This is an optimization exercise on Yosys and OpenROAD, whose aim is small area, not a production implementation. In this exercise RTL edits were held to simulation tests only and were not proved equivalent to the original. No activity file was given, so power comes from the tool's default toggle rates.

Design sha_spi_host, start of the top module:
module sha_spi_host #(
  parameter int unsigned CLK_DIV        = 2,
  parameter int unsigned TIMEOUT_CYCLES = 65535
) (
  input  logic         clk,
  input  logic         reset_n,
  input  logic         start,
  input  logic [511:0] message,
  output logic         busy,
  output logic [255:0] hash,
  output logic         hash_valid,
  output logic         timeout,
  output logic         sck,
  output logic         sdi,
  input  logic         sdo,
  output logic         block_load,
  output logic         message_load,
  input  logic         done,
  output logic [2:0]   fsm_state
);
  localparam logic [1:0] M_IDLE = 2'd0, M_TX = 2'd1, M_WAIT = 2'd2, M_RX = 2'd3;
  localparam logic [10:0] TX_BASE = 11'h000;
  localparam logic [10:0] RX_BASE = 11'h400;
  localparam logic [16:0] TO_STATE = 17'b11111111110000000;
  logic [1:0]   mode;
  logic [10:0]  cnt;
  logic [511:0] tx_sr;
  logic         done_s1, done_s2;
  logic is_idle, is_tx, is_wait, is_rx;
  logic accept, tx_shift, rx_shift, shift, hold, cnt_end, go_rx, to_last, expire, ser_in;
  logic [511:0] shift_in;
  assign is_idle = (mode == M_IDLE);
  assign is_tx   = (mode == M_TX);
  assign is_wait = (mode == M_WAIT);
  assign is_rx   = (mode == M_RX);
  assign cnt_end  = &cnt;
  assign accept   = is_idle & start;
  assign tx_shift = is_tx & cnt[1] & cnt[0];
  assign rx_shift = is_rx & ~cnt[1] & cnt[0];
  assign shift    = tx_shift | rx_shift | is_wait;
  assign hold     = ~accept & ~shift;
  assign ser_in   = is_rx ? sdo : (is_wait & ~(tx_sr[16] ^ tx_sr[13]));
  assign shift_in = {tx_sr[510:0], ser_in};
  assign to_last  = (tx_sr[16:0] == TO_STATE);
  assign go_rx    = is_wait & done_s2;
  assign expire   = is_wait & ~done_s2 & to_last;
  assign busy         = ~is_idle;
  assign block_load   = is_tx;
  assign message_load = is_tx;
  assign sck          = (is_tx & cnt[1]) | (is_rx & ~cnt[1]);
  assign sdi          = is_tx & tx_sr[511];
  ...
For scale: about 780 I/O pins, about 19000 um2 of cells after synthesis.
Settings: LEC_CHECK=0, ABC_AREA=1, CAP_MARGIN=20, CORE_MARGIN=2, CORE_UTILIZATION=30, SLEW_MARGIN=20; clock period 5.0 ns.
standard.sh (not shown) runs the stock make flow with config.mk's settings and CLKGATE_MAP_FILE= SYNTH_SCRIPT=/design/flow/synth_recipe.tcl, a recipe that flattens the netlist after the stock synthesis.
==> flow/flow/run.sh <==
#!/bin/bash
# Standard ORFS layout with four changes that only affect how the layout is built:
#  - the port buffers are the smallest buffer (buf_1) instead of buffer_ports' default cell;
#  - before floorplanning, the combinational logic is remapped for area (flow/restructure.tcl);
#  - the floorplan step removes buffers instead of resizing (REMOVE_ABC_BUFFERS);
#  - clock tree synthesis uses larger sink clusters and no dummy loads.
set -euo pipefail
HERE=$(cd "$(dirname "$0")" && pwd)
export BUFFER_PORTS_ARGS="-buffer_cell sky130_fd_sc_hd__buf_1"
export REMOVE_ABC_BUFFERS=1
export PRE_FLOORPLAN_TCL="$HERE/restructure.tcl"
export CTS_ARGS="-sink_clustering_enable -repair_clock_nets -dont_use_dummy_load -sink_clustering_size 20 -sink_clustering_max_diameter 40 -buf_list sky130_fd_sc_hd__clkbuf_8"
bash standard.sh > flow_make.log 2>&1
==> flow/flow/restructure.tcl <==
# Pre-floorplan hook: remap the synthesized combinational logic for area with OpenROAD's
# restructure (ABC). Registers are untouched. ABC is given a copy of the liberty file
# without the platform's don't-use cells, so it cannot map to them.
set_dont_use $::env(DONT_USE_CELLS)
set rmp_dir $::env(OBJECTS_DIR)/rmp
file mkdir $rmp_dir
set src_lib [lindex $::env(LIB_FILES) 0]
set abc_lib $rmp_dir/abc_cells.lib
set in [open $src_lib r]
set out [open $abc_lib w]
set skipping 0
set dropped 0
while {[gets $in line] >= 0} {
  if {$skipping} {
    if {$line eq "    \}"} { set skipping 0 }
    continue
  }
  if {[regexp {^    cell \(\"?([^\")]+)\"?\)} $line -> cell_name]} {
    foreach pattern $::env(DONT_USE_CELLS) {
      if {[string match $pattern $cell_name]} {
        set skipping 1
        incr dropped
        break
      }
    }
    if {$skipping} { continue }
  }
  puts $out $line
}
close $in
close $out
puts "restructure: dropped $dropped don't-use cells from the ABC liberty"
restructure -target area -liberty_file $abc_lib \
  -tielo_port sky130_fd_sc_hd__conb_1/LO -tiehi_port sky130_fd_sc_hd__conb_1/HI \
  -work_dir $rmp_dir -abc_logfile $rmp_dir/abc.log
report_design_area
Next try:
--- a/flow/flow/run.sh
+++ b/flow/flow/run.sh
@@ -11,3 +11,3 @@
 export PRE_FLOORPLAN_TCL="$HERE/restructure.tcl"
-export CTS_ARGS="-sink_clustering_enable -repair_clock_nets -dont_use_dummy_load -sink_clustering_size 20 -sink_clustering_max_diameter 40 -buf_list sky130_fd_sc_hd__clkbuf_8"
+export CTS_ARGS="-sink_clustering_enable -repair_clock_nets -dont_use_dummy_load -sink_clustering_size 16 -sink_clustering_max_diameter 60 -buf_list sky130_fd_sc_hd__clkbuf_8"
 bash standard.sh > flow_make.log 2>&1
What happened: Die area stays the same. Critical path depth is unchanged. Setup slack is worse by 0.0035 ns. Maximum frequency barely changes. First-iteration DRC count is lower by 1.0%. Worst hold slack is better by 0.016 ns. Sequential cell count does not change. Routed wire length is lower by 0.92%. Global-route usage is lower by 0.26 points.
Next try:
--- a/flow/flow/run.sh
+++ b/flow/flow/run.sh
@@ -11,3 +11,3 @@
 export PRE_FLOORPLAN_TCL="$HERE/restructure.tcl"
-export CTS_ARGS="-sink_clustering_enable -repair_clock_nets -dont_use_dummy_load -sink_clustering_size 16 -sink_clustering_max_diameter 60 -buf_list sky130_fd_sc_hd__clkbuf_8"
+export CTS_ARGS="-sink_clustering_enable -repair_clock_nets -dont_use_dummy_load -sink_clustering_size 16 -sink_clustering_max_diameter 100 -buf_list sky130_fd_sc_hd__clkbuf_8"
 bash standard.sh > flow_make.log 2>&1
What happened:
- The new run finished clean
- global-route usage stays flat
- via count climbs by 0.38%
- fmax climbs by 0.37%
- synthesized cell count does not change
- cell count barely changes
- design area stays flat
- register-to-register slack is about the same
- combinational power stays flat
Next try:
--- a/flow/flow/run.sh
+++ b/flow/flow/run.sh
@@ -11,3 +11,3 @@
 export PRE_FLOORPLAN_TCL="$HERE/restructure.tcl"
-export CTS_ARGS="-sink_clustering_enable -repair_clock_nets -dont_use_dummy_load -sink_clustering_size 16 -sink_clustering_max_diameter 100 -buf_list sky130_fd_sc_hd__clkbuf_8"
+export CTS_ARGS="-sink_clustering_enable -repair_clock_nets -dont_use_dummy_load -sink_clustering_size 18 -sink_clustering_max_diameter 100 -buf_list sky130_fd_sc_hd__clkbuf_8"
 bash standard.sh > flow_make.log 2>&1
- cell area hardly moves
- utilization hardly moves
- die area is unchanged
- worst setup slack loses 0.023 ns
- wire length went down by 0.35%
- clock skew went down by 0.0045 ns
- final cell count barely changes
- non-clock buffer count does not change
- power went down by 0.73%
- hold slack gains 0.018 ns
- via count stays flat

-- what the ideal ports hide --
The flow's constraints put no driver on any port. The routed layouts listed below were extracted and timed again, unchanged, in two steps. Step 1 (the two cells are an assumption about what drives the block):
set clk [get_ports {clk}]
set_driving_cell -lib_cell sky130_fd_sc_hd__clkbuf_16 $clk
set_driving_cell -lib_cell sky130_fd_sc_hd__buf_2 [delete_from_list [all_inputs] $clk]
Step 2, shift: input delay + t, output delay - t, t = (earliest + latest rising clock arrival at the registers) / 2. This alone moves slack from input paths to output paths. a / b / c = no drivers / after step 1 / after step 2; a / b = the first two.
run	shift t [ns]	setup WS [ns]	worst hold slack (ns)	worst setup path after step 2	slew at the worst register clock pin (ns)
the first run	0.667	1.718 / 1.718 / 1.637	0.213 / 0.184 / 0.345	input to register	0.09 / 0.09
the second run	0.643	1.715 / 1.715 / 1.683	0.229 / 0.202 / 0.347	input to register	0.11 / 0.11
the third run	0.647	1.727 / 1.727 / 1.706	0.245 / 0.218 / 0.349	input to register	0.11 / 0.11
the fourth run	0.631	1.704 / 1.704 / 1.700	0.264 / 0.237 / 0.353	input to register	0.11 / 0.11
After both steps every run listed still meets setup and hold. For the first run, which loses most, drivers alone change the setup slack by 0.000 ns; drivers and shift together by -0.081 ns.
